What follows belongs to an exercise in optimizing a design on an open flow for small area, a short achievable clock period and few clock cycles per item; a production flow would make more cautious choices. Only the layout flow was run in this run; the RTL was not checked for function there.

[flow/design.v]
`timescale 1ns/1ps
package mat_cfg_pkg;
    localparam int MAT_N  = 4;
    localparam int IDX_W  = 2;
    localparam int ADDR_W = 4;
    localparam int OPND_W = 8;
    localparam int ACC_W  = 20;
    localparam int C_W    = 18;
    typedef logic signed [OPND_W-1:0] operand_t;
    typedef logic signed [ACC_W-1:0]  acc_t;
    typedef logic [MAT_N*OPND_W-1:0] opnd_row_t;
    typedef logic [MAT_N*ACC_W-1:0] acc_row_t;
endpackage
`timescale 1ns/1ps
package mat_ctrl_pkg;
    typedef enum logic [1:0] {
        OP_NOP    = 2'd0,
        OP_LOAD_A = 2'd1,
        OP_LOAD_B = 2'd2,
        OP_START  = 2'd3
    } host_op_e;
    typedef enum logic [1:0] {
        EX_IDLE,
        EX_MAC,
        EX_STORE
    } exec_state_e;
endpackage
`timescale 1ns/1ps
import mat_ctrl_pkg::*;
module host_cmd_decode (
    input  logic                           clk,
    input  logic                           rst_n,
    input  logic                           cmd_valid,
    input  logic [1:0]                     cmd_op,
    input  logic [mat_cfg_pkg::ADDR_W-1:0] cmd_addr,
    input  mat_cfg_pkg::operand_t          cmd_data,
    input  logic                           busy,
    output logic                           wr_a,
    output logic                           wr_b,
    output logic                           sel_a,
    output logic [mat_cfg_pkg::ADDR_W-1:0] wr_addr,
    output mat_cfg_pkg::operand_t          wr_data,
    output logic                           start,
    output logic                           clr
);
    logic       cmd_vld_q;
    logic [1:0] cmd_op_q;
    logic       cmd_ok;
    always_ff @(posedge clk or negedge rst_n) begin
        if (!rst_n) begin
            cmd_vld_q <= 1'b0;
            cmd_op_q  <= OP_NOP;
            clr       <= 1'b1;
        end else begin
            cmd_vld_q <= cmd_valid;
            cmd_op_q  <= cmd_op;
            clr       <= 1'b0;
        end
    end
    always_ff @(posedge clk) begin
        wr_addr <= cmd_addr;
        wr_data <= cmd_data;
    end
    assign cmd_ok = cmd_vld_q && !busy;
    assign wr_a   = cmd_ok && (cmd_op_q == OP_LOAD_A);
    assign wr_b   = cmd_ok && (cmd_op_q == OP_LOAD_B);
    assign start  = cmd_ok && (cmd_op_q == OP_START);
    assign sel_a  = (cmd_op_q == OP_LOAD_A);
endmodule
`timescale 1ns/1ps
import mat_cfg_pkg::*;
module operand_bank (
    input  logic                                 clk,
    input  logic                                 clr,
    input  logic                                 wr_a,
    input  logic                                 wr_b,
    input  logic                                 sel_a,
    input  logic [mat_cfg_pkg::ADDR_W-1:0]       addr,
    input  mat_cfg_pkg::operand_t                data,
    output logic [OPND_W-1:0]                    old_val,
    output logic [MAT_N*OPND_W-1:0]              x_row
);
    logic [MAT_N*MAT_N*OPND_W-1:0] mat_a;
    logic [MAT_N*MAT_N*OPND_W-1:0] mat_b;
    logic [IDX_W-1:0]              ai;
    logic [IDX_W-1:0]              aj;
    logic [IDX_W-1:0]              n_sel;
    logic [IDX_W-1:0]              rot;
    logic [MAT_N*OPND_W-1:0]       a_col;
    logic [MAT_N*OPND_W-1:0]       b_row;
    logic [MAT_N*OPND_W-1:0]       vec;
    assign ai    = addr[ADDR_W-1:IDX_W];
    assign aj    = addr[IDX_W-1:0];
    assign n_sel = sel_a ? aj : ai;
    assign rot   = sel_a ? ai : aj;
    always_ff @(posedge clk) begin
        for (int e = 0; e < MAT_N*MAT_N; e++) begin
            if (clr || (wr_a && addr == ADDR_W'(e))) mat_a[e*OPND_W +: OPND_W] <= clr ? '0 : data;
            if (clr || (wr_b && addr == ADDR_W'(e))) mat_b[e*OPND_W +: OPND_W] <= clr ? '0 : data;
        end
    end
    always_comb begin
        for (int n = 0; n < MAT_N; n++) begin
            a_col[n*OPND_W +: OPND_W] = mat_a[(n*MAT_N + n_sel)*OPND_W +: OPND_W];
            b_row[n*OPND_W +: OPND_W] = mat_b[(n_sel*MAT_N + n)*OPND_W +: OPND_W];
        end
        vec = sel_a ? b_row : a_col;
        for (int m = 0; m < MAT_N; m++) begin
            logic [IDX_W-1:0] q;
            q = IDX_W'(m) - rot;
            x_row[m*OPND_W +: OPND_W] = vec[q*OPND_W +: OPND_W];
        end
        old_val = sel_a ? a_col[ai*OPND_W +: OPND_W] : b_row[aj*OPND_W +: OPND_W];
    end
endmodule
`timescale 1ns/1ps
import mat_cfg_pkg::*;
module matmul_execute (
    input  logic                            clk,
    input  logic                            rst_n,
    input  logic                            clr,
    input  logic                            start,
    input  logic                            load,
    input  logic                            sel_a,
    input  logic [ADDR_W-1:0]               addr,
    input  mat_cfg_pkg::operand_t           data,
    input  logic [OPND_W-1:0]               old_val,
    input  logic [MAT_N*OPND_W-1:0]         x_row,
    output logic                            busy,
    output logic                            done,
    output logic [MAT_N*MAT_N*C_W-1:0]    c_live
);
    localparam int DW = OPND_W + 1;
    logic                        s1_vld;
    logic signed [DW-1:0]        s1_d;
    logic [3:0]                  s1_bn  [MAT_N];
    logic [3:0]                  s1_bo  [MAT_N];
    logic [3:0]                  s1_bt  [MAT_N];
    logic                        s1_a;
    logic [IDX_W-1:0]            s1_i;
    logic [IDX_W-1:0]            s1_j;
    logic [IDX_W-1:0]            s1_sel [MAT_N];
    logic signed [C_W-1:0]       c_old  [MAT_N];
    logic signed [C_W-1:0]       c_new  [MAT_N];
    always_ff @(posedge clk or negedge rst_n) begin
        if (!rst_n) begin
            busy <= 1'b0;
            done <= 1'b0;
        end else begin
            busy <= start;
            if (start) begin
                done <= 1'b0;
            end else if (busy) begin
                done <= 1'b1;
            end
        end
    end
    always_ff @(posedge clk or negedge rst_n) begin
        if (!rst_n) begin
            s1_vld <= 1'b0;
        end else begin
            s1_vld <= load;
        end
    end
    always_ff @(posedge clk) begin
        s1_d <= DW'($signed(data)) - DW'($signed(old_val));
        s1_a <= sel_a;
        s1_i <= addr[ADDR_W-1:IDX_W];
        s1_j <= addr[IDX_W-1:0];
        for (int m = 0; m < MAT_N; m++) begin
            for (int k = 0; k < 4; k++) begin
                logic [2:0] t;
                t = {x_row[m*OPND_W + 2*k + 1], x_row[m*OPND_W + 2*k],
                     (k == 0) ? 1'b0 : x_row[m*OPND_W + 2*k - 1]};
                s1_bn[m][k] <= t[2];
                s1_bo[m][k] <= t[1] ^ t[0];
                s1_bt[m][k] <= (t == 3'b011) || (t == 3'b100);
            end
        end
    end
    always_comb begin
        for (int m = 0; m < MAT_N; m++) begin
            s1_sel[m] = s1_a ? s1_i : IDX_W'(m) - s1_j;
            c_old[m] = '0;
            for (int r = 0; r < MAT_N; r++) begin
                if (s1_sel[m] == IDX_W'(r)) begin
                    c_old[m] = c_live[(r*MAT_N + ((m - r) & (MAT_N - 1)))*C_W +: C_W];
                end
            end
        end
    end
    for (genvar m = 0; m < MAT_N; m++) begin : g_lane
        mac_lane u_mac (
            .d (s1_d),
            .bn(s1_bn[m]),
            .bo(s1_bo[m]),
            .bt(s1_bt[m]),
            .c (c_old[m]),
            .y (c_new[m])
        );
    end
    always_ff @(posedge clk) begin
        for (int r = 0; r < MAT_N; r++) begin
            for (int c = 0; c < MAT_N; c++) begin
                if (clr || (s1_vld && (s1_a ? s1_i == IDX_W'(r) : s1_j == IDX_W'(c)))) begin
                    c_live[(r*MAT_N + c)*C_W +: C_W] <= clr ? '0 : c_new[(r + c) % MAT_N];
                end
            end
        end
    end
endmodule
module mac_lane (
    input  logic [8:0]  d,
    input  logic [3:0]  bn,
    input  logic [3:0]  bo,
    input  logic [3:0]  bt,
    input  logic [17:0] c,
    output logic [17:0] y
);
    logic p0_0, p0_1, p0_2, p0_3, p0_4, p0_5, p0_6, p0_7, p0_8, p0_9, p1_0, p1_1, p1_2, p1_3, p1_4, p1_5, p1_6, p1_7, p1_8, p1_9, p2_0, p2_1, p2_2, p2_3, p2_4, p2_5, p2_6, p2_7, p2_8, p2_9, p3_0, p3_1, p3_2, p3_3, p3_4, p3_5, p3_6, p3_7, p3_8, p3_9, s0, k0, s1, k1, s2, k2, s3, k3, s4, k4, s5, k5, s6, k6, s7, k7, s8, k8, s9, k9, s10, k10, s11, k11, s12, k12, s13, k13, s14, k14, s15, k15, s16, k16, s17, k17, s18, k18, s19, k19, s20, k20, s21, k21, s22, k22, s23, k23, s24, k24, s25, k25, s26, k26, s27, k27, s28, k28, s29, k29, s30, k30, s31, k31, s32, k32, s33, k33, s34, k34, s35, k35, s36, k36, s37, k37, s38, k38, s39, k39, s40, k40, s41, k41, s42, k42, s43, k43, s44, k44;
    logic [17:0] r0;
    logic [17:0] r1;
    assign p0_0 = ((bo[0] & d[0]) | (bt[0] & 1'b0)) ^ bn[0];
    assign p0_1 = ((bo[0] & d[1]) | (bt[0] & d[0])) ^ bn[0];
    assign p0_2 = ((bo[0] & d[2]) | (bt[0] & d[1])) ^ bn[0];
    assign p0_3 = ((bo[0] & d[3]) | (bt[0] & d[2])) ^ bn[0];
    assign p0_4 = ((bo[0] & d[4]) | (bt[0] & d[3])) ^ bn[0];
    assign p0_5 = ((bo[0] & d[5]) | (bt[0] & d[4])) ^ bn[0];
    assign p0_6 = ((bo[0] & d[6]) | (bt[0] & d[5])) ^ bn[0];
    assign p0_7 = ((bo[0] & d[7]) | (bt[0] & d[6])) ^ bn[0];
    assign p0_8 = ((bo[0] & d[8]) | (bt[0] & d[7])) ^ bn[0];
    assign p0_9 = ((bo[0] & d[8]) | (bt[0] & d[8])) ^ bn[0];
    assign p1_0 = ((bo[1] & d[0]) | (bt[1] & 1'b0)) ^ bn[1];
    assign p1_1 = ((bo[1] & d[1]) | (bt[1] & d[0])) ^ bn[1];
    assign p1_2 = ((bo[1] & d[2]) | (bt[1] & d[1])) ^ bn[1];
    assign p1_3 = ((bo[1] & d[3]) | (bt[1] & d[2])) ^ bn[1];
    assign p1_4 = ((bo[1] & d[4]) | (bt[1] & d[3])) ^ bn[1];
    assign p1_5 = ((bo[1] & d[5]) | (bt[1] & d[4])) ^ bn[1];
    assign p1_6 = ((bo[1] & d[6]) | (bt[1] & d[5])) ^ bn[1];
    assign p1_7 = ((bo[1] & d[7]) | (bt[1] & d[6])) ^ bn[1];
    assign p1_8 = ((bo[1] & d[8]) | (bt[1] & d[7])) ^ bn[1];
    assign p1_9 = ((bo[1] & d[8]) | (bt[1] & d[8])) ^ bn[1];
    assign p2_0 = ((bo[2] & d[0]) | (bt[2] & 1'b0)) ^ bn[2];
    assign p2_1 = ((bo[2] & d[1]) | (bt[2] & d[0])) ^ bn[2];
    assign p2_2 = ((bo[2] & d[2]) | (bt[2] & d[1])) ^ bn[2];
    assign p2_3 = ((bo[2] & d[3]) | (bt[2] & d[2])) ^ bn[2];
    assign p2_4 = ((bo[2] & d[4]) | (bt[2] & d[3])) ^ bn[2];
    assign p2_5 = ((bo[2] & d[5]) | (bt[2] & d[4])) ^ bn[2];
    assign p2_6 = ((bo[2] & d[6]) | (bt[2] & d[5])) ^ bn[2];
    assign p2_7 = ((bo[2] & d[7]) | (bt[2] & d[6])) ^ bn[2];
    assign p2_8 = ((bo[2] & d[8]) | (bt[2] & d[7])) ^ bn[2];
    assign p2_9 = ((bo[2] & d[8]) | (bt[2] & d[8])) ^ bn[2];
    assign p3_0 = ((bo[3] & d[0]) | (bt[3] & 1'b0)) ^ bn[3];
    assign p3_1 = ((bo[3] & d[1]) | (bt[3] & d[0])) ^ bn[3];
    assign p3_2 = ((bo[3] & d[2]) | (bt[3] & d[1])) ^ bn[3];
    assign p3_3 = ((bo[3] & d[3]) | (bt[3] & d[2])) ^ bn[3];
    assign p3_4 = ((bo[3] & d[4]) | (bt[3] & d[3])) ^ bn[3];
    assign p3_5 = ((bo[3] & d[5]) | (bt[3] & d[4])) ^ bn[3];
    assign p3_6 = ((bo[3] & d[6]) | (bt[3] & d[5])) ^ bn[3];
    assign p3_7 = ((bo[3] & d[7]) | (bt[3] & d[6])) ^ bn[3];
    assign p3_8 = ((bo[3] & d[8]) | (bt[3] & d[7])) ^ bn[3];
    assign p3_9 = ((bo[3] & d[8]) | (bt[3] & d[8])) ^ bn[3];
    assign s0 = p0_4 ^ p1_2;
    assign k0 = p0_4 & p1_2;
    assign s1 = p0_5 ^ p1_3;
    assign k1 = p0_5 & p1_3;
    assign s2 = p0_6 ^ p1_4 ^ p2_2;
    assign k2 = (p0_6 & p1_4) | (p0_6 & p2_2) | (p1_4 & p2_2);
    assign s3 = p3_0 ^ bn[3];
    assign k3 = p3_0 & bn[3];
    assign s4 = p0_7 ^ p1_5 ^ p2_3;
    assign k4 = (p0_7 & p1_5) | (p0_7 & p2_3) | (p1_5 & p2_3);
    assign s5 = p3_1 ^ c[7];
    assign k5 = p3_1 & c[7];
    assign s6 = p0_8 ^ p1_6 ^ p2_4;
    assign k6 = (p0_8 & p1_6) | (p0_8 & p2_4) | (p1_6 & p2_4);
    assign s7 = p3_2 ^ c[8];
    assign k7 = p3_2 & c[8];
    assign s8 = ~p0_9 ^ p1_7 ^ p2_5;
    assign k8 = (~p0_9 & p1_7) | (~p0_9 & p2_5) | (p1_7 & p2_5);
    assign s9 = p3_3 ^ c[9] ^ 1'b1;
    assign k9 = (p3_3 & c[9]) | (p3_3 & 1'b1) | (c[9] & 1'b1);
    assign s10 = p1_8 ^ p2_6 ^ p3_4;
    assign k10 = (p1_8 & p2_6) | (p1_8 & p3_4) | (p2_6 & p3_4);
    assign s11 = c[10] ^ 1'b1;
    assign k11 = c[10] & 1'b1;
    assign s12 = ~p1_9 ^ p2_7 ^ p3_5;
    assign k12 = (~p1_9 & p2_7) | (~p1_9 & p3_5) | (p2_7 & p3_5);
    assign s13 = p2_8 ^ p3_6;
    assign k13 = p2_8 & p3_6;
    assign s14 = p0_2 ^ p1_0;
    assign k14 = p0_2 & p1_0;
    assign s15 = p0_3 ^ p1_1;
    assign k15 = p0_3 & p1_1;
    assign s16 = p2_0 ^ bn[2] ^ c[4];
    assign k16 = (p2_0 & bn[2]) | (p2_0 & c[4]) | (bn[2] & c[4]);
    assign s17 = p2_1 ^ c[5] ^ k0;
    assign k17 = (p2_1 & c[5]) | (p2_1 & k0) | (c[5] & k0);
    assign s18 = c[6] ^ k1 ^ s2;
    assign k18 = (c[6] & k1) | (c[6] & s2) | (k1 & s2);
    assign s19 = k2 ^ k3 ^ s4;
    assign k19 = (k2 & k3) | (k2 & s4) | (k3 & s4);
    assign s20 = k4 ^ k5 ^ s6;
    assign k20 = (k4 & k5) | (k4 & s6) | (k5 & s6);
    assign s21 = k6 ^ k7 ^ s8;
    assign k21 = (k6 & k7) | (k6 & s8) | (k7 & s8);
    assign s22 = k8 ^ k9 ^ s10;
    assign k22 = (k8 & k9) | (k8 & s10) | (k9 & s10);
    assign s23 = c[11] ^ k10 ^ k11;
    assign k23 = (c[11] & k10) | (c[11] & k11) | (k10 & k11);
    assign s24 = c[12] ^ 1'b1 ^ k12;
    assign k24 = (c[12] & 1'b1) | (c[12] & k12) | (1'b1 & k12);
    assign s25 = ~p2_9 ^ p3_7 ^ c[13];
    assign k25 = (~p2_9 & p3_7) | (~p2_9 & c[13]) | (p3_7 & c[13]);
    assign s26 = p3_8 ^ c[14];
    assign k26 = p3_8 & c[14];
    assign s27 = p0_0 ^ bn[0];
    assign k27 = p0_0 & bn[0];
    assign s28 = p0_1 ^ c[1];
    assign k28 = p0_1 & c[1];
    assign s29 = bn[1] ^ c[2] ^ s14;
    assign k29 = (bn[1] & c[2]) | (bn[1] & s14) | (c[2] & s14);
    assign s30 = c[3] ^ k14 ^ s15;
    assign k30 = (c[3] & k14) | (c[3] & s15) | (k14 & s15);
    assign s31 = s0 ^ k15 ^ s16;
    assign k31 = (s0 & k15) | (s0 & s16) | (k15 & s16);
    assign s32 = s1 ^ k16 ^ s17;
    assign k32 = (s1 & k16) | (s1 & s17) | (k16 & s17);
    assign s33 = s3 ^ k17 ^ s18;
    assign k33 = (s3 & k17) | (s3 & s18) | (k17 & s18);
    assign s34 = s5 ^ k18 ^ s19;
    assign k34 = (s5 & k18) | (s5 & s19) | (k18 & s19);
    assign s35 = s7 ^ k19 ^ s20;
    assign k35 = (s7 & k19) | (s7 & s20) | (k19 & s20);
    assign s36 = s9 ^ k20 ^ s21;
    assign k36 = (s9 & k20) | (s9 & s21) | (k20 & s21);
    assign s37 = s11 ^ k21 ^ s22;
    assign k37 = (s11 & k21) | (s11 & s22) | (k21 & s22);
    assign s38 = s12 ^ k22 ^ s23;
    assign k38 = (s12 & k22) | (s12 & s23) | (k22 & s23);
    assign s39 = s13 ^ k23 ^ s24;
    assign k39 = (s13 & k23) | (s13 & s24) | (k23 & s24);
    assign s40 = k13 ^ k24 ^ s25;
    assign k40 = (k13 & k24) | (k13 & s25) | (k24 & s25);
    assign s41 = 1'b1 ^ k25 ^ s26;
    assign k41 = (1'b1 & k25) | (1'b1 & s26) | (k25 & s26);
    assign s42 = ~p3_9 ^ c[15] ^ k26;
    assign k42 = (~p3_9 & c[15]) | (~p3_9 & k26) | (c[15] & k26);
    assign s43 = c[16] ^ 1'b1;
    assign k43 = c[16] & 1'b1;
    assign s44 = c[17] ^ 1'b1;
    assign k44 = c[17] & 1'b1;
    assign r0 = {k43, k42, k41, k40, k39, k38, k37, k36, k35, k34, k33, k32, k31, k30, k29, k28, k27, c[0]};
    assign r1 = {s44, s43, s42, s41, s40, s39, s38, s37, s36, s35, s34, s33, s32, s31, s30, s29, s28, s27};
    assign y  = r0 + r1;
endmodule
`timescale 1ns/1ps
import mat_cfg_pkg::*;
module result_store (
    input  logic                           clk,
    input  logic                           copy,
    input  logic [MAT_N*MAT_N*C_W-1:0]   c_live,
    input  logic [ADDR_W-1:0]              rd_addr,
    output mat_cfg_pkg::acc_t              rd_data
);
    logic [MAT_N*MAT_N*C_W-1:0] res;
    always_ff @(posedge clk) begin
        if (copy) res <= c_live;
    end
    assign rd_data = ACC_W'($signed(res[rd_addr*C_W +: C_W]));
endmodule
`timescale 1ns/1ps
import mat_cfg_pkg::*;
module mat_engine_top (
    input  logic                           clk,
    input  logic                           rst_n,
    input  logic                           cmd_valid,
    input  logic [1:0]                     cmd_op,
    input  logic [mat_cfg_pkg::ADDR_W-1:0] cmd_addr,
    input  logic [mat_cfg_pkg::OPND_W-1:0] cmd_data,
    input  logic [mat_cfg_pkg::ADDR_W-1:0] rd_addr,
    output logic [mat_cfg_pkg::ACC_W-1:0]  rd_data,
    output logic                           busy,
    output logic                           done
);
    logic                          wr_a;
    logic                          wr_b;
    logic                          start;
    logic                          clr;
    logic [ADDR_W-1:0]             wr_addr;
    mat_cfg_pkg::operand_t         wr_data;
    logic                          sel_a;
    logic [OPND_W-1:0]             old_val;
    logic [MAT_N*OPND_W-1:0]       x_row;
    logic [MAT_N*MAT_N*C_W-1:0]  c_live;
    host_cmd_decode u_decode (
        .clk       (clk),
        .rst_n     (rst_n),
        .cmd_valid (cmd_valid),
        .cmd_op    (cmd_op),
        .cmd_addr  (cmd_addr),
        .cmd_data  (cmd_data),
        .busy      (busy),
        .wr_a      (wr_a),
        .wr_b      (wr_b),
        .sel_a     (sel_a),
        .wr_addr   (wr_addr),
        .wr_data   (wr_data),
        .start     (start),
        .clr       (clr)
    );
    operand_bank u_bank (
        .clk     (clk),
        .clr     (clr),
        .wr_a    (wr_a),
        .wr_b    (wr_b),
        .sel_a   (sel_a),
        .addr    (wr_addr),
        .data    (wr_data),
        .old_val (old_val),
        .x_row   (x_row)
    );
    matmul_execute u_exec (
        .clk       (clk),
        .rst_n     (rst_n),
        .clr       (clr),
        .start     (start),
        .load      (wr_a || wr_b),
        .sel_a     (sel_a),
        .addr      (wr_addr),
        .data      (wr_data),
        .old_val   (old_val),
        .x_row     (x_row),
        .busy      (busy),
        .done      (done),
        .c_live    (c_live)
    );
    result_store u_result (
        .clk      (clk),
        .copy     (busy),
        .c_live   (c_live),
        .rd_addr  (rd_addr),
        .rd_data  (rd_data)
    );
endmodule
[flow/run.sh]
#!/bin/bash
# synth_recipe.tcl (not shown) runs the flow's synth.tcl, then flattens the netlist and writes it again
# the make line also repeats each setting of config.mk as NAME=value (left out here)
make -C /OpenROAD-flow-scripts/flow DESIGN_CONFIG=/design/flow/config.mk WORK_HOME=/design/flow/orfs CLKGATE_MAP_FILE= SYNTH_SCRIPT=/design/flow/synth_recipe.tcl finish
[flow/config.mk]
export PLATFORM = sky130hd
export DESIGN_NAME = mat_engine_top
export DESIGN_NICKNAME = mat_engine_top
export VERILOG_FILES = /design/flow/design.v
export SDC_FILE = /design/flow/constraint.sdc
export NUM_CORES = 4
export LEC_CHECK = 0
export CAP_MARGIN = 20
export CORE_MARGIN = 2
export CORE_UTILIZATION = 55
export CTS_BUF_LIST = sky130_fd_sc_hd__clkbuf_16
export CTS_CLUSTER_DIAMETER = 80
export CTS_CLUSTER_SIZE = 24
export PLACE_DENSITY = 0.7
export SETUP_SLACK_MARGIN = 3.5
export SLEW_MARGIN = 20
[flow/constraint.sdc]
create_clock -name core_clock -period 8.5 [get_ports {clk}]
set_input_delay 1.7000 -clock core_clock [delete_from_list [all_inputs] [get_ports {clk}]]
set_output_delay 1.7000 -clock core_clock [all_outputs]
set_load 0.01 [all_outputs]
==> run_summary.xml <==
<?xml version="1.0" encoding="UTF-8"?>
<metrics>
  <group name="yosys">
    <metric name="async_flop_share" unit="%">0.767</metric>
    <metric name="synth_area_leader_cell" unit="">edfxtp_1</metric>
    <metric name="post_synthesis_cell_count" unit="">3155</metric>
    <metric name="synth_nets" unit="">3441</metric>
    <metric name="seq_area_frac_synth" unit="%">58.0</metric>
    <metric name="synthTopCellsByArea" unit="">edfxtp_1 54%, mux4_2 9.0%, fa_1 4.9%</metric>
    <metric name="syn_area_per_cell" unit="um2">14.6</metric>
    <metric name="number_of_flops_mapped_to_enable_cells_by_yosys" unit="">832</metric>
    <metric name="synth_seq_cells" unit="">913</metric>
    <metric name="synth_common_cells" unit="">832 x edfxtp_1, 238 x nand2_1, 210 x inv_1</metric>
    <metric name="ys.warnings.count" unit="">15</metric>
    <metric name="post_synth_num_cell_types" unit="">72</metric>
    <metric name="synthFlopType" unit="">edfxtp_1</metric>
    <metric name="synth.cell_area" unit="um2">45900</metric>
    <metric name="synth.most_common_cell" unit="">edfxtp_1</metric>
    <metric name="synth_top_cell_area_share" unit="%">54.4</metric>
  </group>
  <group name="die">
    <metric name="chip_height" unit="um">293</metric>
    <metric name="die-width" unit="um">293</metric>
    <metric name="core_area" unit="um2">82400</metric>
    <metric name="die_area" unit="um2">85800</metric>
    <metric name="effective_utilization_at_floorplan" unit="%">55.8</metric>
    <metric name="placement_rows" unit="">105</metric>
    <metric name="num_io_pins" unit="">43</metric>
  </group>
  <group name="routing">
    <metric name="route.detailed.wl_per_inst" unit="um">30.1</metric>
    <metric name="route.vias.total" unit="">27600</metric>
    <metric name="route.detailed.drc" unit="">0</metric>
    <metric name="route.final.wire_length" unit="mm">129</metric>
    <metric name="drt-pass1-iter-count" unit="">7</metric>
    <metric name="viasPerCell" unit="">6.44</metric>
    <metric name="detailedRoute.firstIterationViolations" unit="">3082</metric>
    <metric name="antenna_violating_nets_post_route" unit="">0</metric>
  </group>
  <group name="timing">
    <metric name="timing_max_transition_violations_final" unit="">0</metric>
    <metric name="layout_min_cycle_time" unit="ns">4.98</metric>
    <metric name="final-setup-viol-count" unit="">0</metric>
    <metric name="fmax" unit="MHz">201</metric>
    <metric name="final_hold_viol_count" unit="">0</metric>
    <metric name="period_utilization_post_route" unit="%">58.6</metric>
    <metric name="rsz0062_at_grt" unit="">true</metric>
    <metric name="setup_total_negative_slack" unit="ns">0</metric>
    <metric name="worstMarginPinSlew" unit="ns">1.22</metric>
    <metric name="relSlewSlack" unit="%">17.7</metric>
    <metric name="finalClockSkew" unit="ns">0.0238</metric>
  </group>
  <group name="critical_path">
    <metric name="worst-endpoint-required" unit="ns">8.83</metric>
    <metric name="worst_ep_arrival_time" unit="ns">5.31</metric>
    <metric name="timing.setup.critical_path_class" unit="">flip-flop to flip-flop</metric>
    <metric name="cp-start-kind" unit="">flip-flop</metric>
    <metric name="critPathCaptureType" unit="">flip-flop</metric>
    <metric name="critical_path_peak_fanout" unit="">12</metric>
  </group>
  <group name="cts">
    <metric name="post_cts_hold_buffer_count" unit="">0</metric>
    <metric name="clockRootBuffer" unit="">clkbuf_16</metric>
    <metric name="cts_num_sinks" unit="">913</metric>
    <metric name="clock_latency" unit="ns">0.64</metric>
    <metric name="worst_path_clk_slew" unit="ns">0.10</metric>
    <metric name="htree_levels" unit="">2</metric>
    <metric name="numCtsBuffers" unit="">49</metric>
    <metric name="cts_tree" unit="">yes</metric>
    <metric name="max-clock-path-buffers" unit="">3</metric>
  </group>
  <group name="layout">
    <metric name="final_layout_size_suffix_gt1_share" unit="%">17.1</metric>
    <metric name="layout_area_growth_over_synthesis" unit="%">9.54</metric>
    <metric name="antenna_cells_inserted" unit="">0</metric>
    <metric name="design.final.nets" unit="">3469</metric>
    <metric name="finalCoreUtilization" unit="%">61.1</metric>
  </group>
  <group name="placed_design">
    <metric name="dp.final_hpwl" unit="mm">88.4</metric>
    <metric name="globalplace.congestion" unit="">0.987</metric>
    <metric name="placement.io_buffers" unit="">42</metric>
  </group>
  <group name="global_routing">
    <metric name="antenna_found_initial" unit="">1</metric>
    <metric name="grt_usage" unit="%">29.9</metric>
    <metric name="grt_pass1_vias" unit="">27200</metric>
    <metric name="global_route_wire_length_before_repair" unit="mm">186</metric>
    <metric name="maximum_number_of_pins_on_one_net_before_global_route_repair" unit="">106</metric>
    <metric name="globalRouteOverflowTotal" unit="">0</metric>
  </group>
  <group name="flow_run">
    <metric name="cap_viol_max_count" unit="">0</metric>
  </group>
  <group name="run_status">
    <metric name="run_status" unit="">no timing/DRC/antenna violations</metric>
  </group>
  <group name="worst_hold_path">
    <metric name="hp-class" unit="">flip-flop to flip-flop</metric>
  </group>
</metrics>
-- routing by layer --
layer  vias to the layer above  wire, um  GRT usage (%)
met2                      1384     62600           50.0
met1                     14100     48500           38.6
met3                       312      9870           4.25
li1                      11800         -              -
met5                         -        16              0
met4                         2      7870           14.7
-- repair_timing --
action | in CTS | in global routing
pin swaps | 7 | 20
endpoints found under the setup margin | 197 | 109
gates resized for setup | 157 | 82
cloned | 8 | 3
setup buffers | 36 | 19
-- worst paths after layout --
check	start	to	slack, ns	cells past startpoint
setup / recovery	u_exec.s1_a	u_exec.c_live[116]	3.52	15
hold / removal	u_exec.c_live[78]	u_result.res[78]	0.44	0
setup reg to reg	u_exec.s1_a	u_exec.c_live[116]	3.52	15
hold reg to reg	u_exec.c_live[78]	u_result.res[78]	0.44	0
max in group asynchronous	rst_n	u_decode.clr	6.91	1
min in group asynchronous	rst_n	u_exec.s1_vld	1.31	1
-- flip-flops by register name, indices dropped and copies added (netlist names) --
register and cells:
u_exec.s1_bn 16, u_exec.busy 1, u_exec.s1_bo 16, u_bank.mat_a 128, u_exec.s1_a 1, u_decode.wr_addr 4
u_exec.s1_d 9, u_exec.s1_vld 1, u_decode.cmd_op_q 2, u_result.res 288, u_decode.cmd_vld_q 1, u_exec.s1_bt 16
u_bank.mat_b 128, u_exec.done 1, u_decode.clr 1, u_decode.wr_data 8, u_exec.c_live 288, u_exec.s1_j 2
u_exec.s1_i 2
-- area by class of cell --
| class | instances | area, um2 |
|---|---|---|
| Fill cell | 6072 | 32100 |
| Sequential cell | 913 | 26700 |
| Multi-Input combinational cell | 1844 | 18200 |
| Timing Repair Buffer | 160 | 1780 |
| Tap cell | 1070 | 1340 |
| Clock buffer | 50 | 1250 |
| Inverter | 215 | 813 |
| Clock inverter | 26 | 254 |
-- cells in the final DEF (no fill, tap or decap), types with 19 or more instances in the layout --
cell type,n
a22oi_1,136
nor2_1,100
nor2b_1,33
a21oi_1,40
o21ai_0,46
buf_4,76
nand2_1,234
nand3_1,21
fa_1,112
clkbuf_16,53
o21bai_1,39
mux4_2,183
a21o_1,61
mux2i_1,119
clkdlybuf4s50_1,19
dfxtp_1,68
mux2_2,34
o22ai_1,25
xnor2_1,105
ha_1,142
xor2_1,110
a31oi_1,39
inv_1,216
and3_1,30
edfxtp_1,832
-- metrics by stage --
step	cells	hold slack, ns	cell area [um2]	setup slack (ns)
after global routing	4278	0.461	50300	3.42
after detailed placement	4136	0.430	47400	2.29
final	4278	0.444	50300	3.52
after floorplan	3155	0.326	46000	3.50
after CTS	4256	0.443	49800	3.40
after global placement	4136	0.423	47400	2.36
-- critical path: stages, from the launching register on --
cell,delay [ns]
dfxtp_4,0.40
buf_4,0.18
o21a_4,0.24
buf_4,0.18
buf_4,0.30
mux4_2,0.60
fa_1,0.49
ha_1,0.32
nor2b_1,0.16
o21ai_0,0.16
nand2b_1,0.11
a21oi_1,0.44
o21bai_1,0.19
a31oi_1,0.25
xor2_1,0.49
nor2_1,0.17
-- kinds of logic (layout without fill, tap and decap cells) --
group,Yosys count,after routing,share of synthesized area [%]
buffers and inverters,401,451,3.52
AO/OA/AOI/OAI,495,496,7.46
AND/OR/NAND/NOR,514,516,5.07
flip-flops,913,913,58.0
adder cells (fa/ha/maj),265,265,9.07
other,1,1,0.00816
XOR/XNOR,222,222,4.23
multiplexers,344,344,12.6

-- separate check: timing with driven ports --
How much do the figures lean on ideal ports? The routed layout below was timed once more, with nothing changed but the port constraints.
Step 1 assumes that a clkbuf_16 drives the clock port and a buf_2 every other input.
Step 2 times the ports against the registers' clock, not the clock port: input delays grow and output delays shrink by t, the midpoint of the rising clock arrivals with the driver on.
a / b / c = ideal / step 1 / step 2; a / b = the first two.
t, ns: 0.696
setup WS [ns]: 3.523 / 3.259 / 3.259
worst slew at a driven data input, ns: 0.29
pins driven straight from the clock port: 1
After both steps this run still meets setup and hold. The setup slack of this run moves by -0.264 ns with the drivers and by -0.264 ns with both steps.
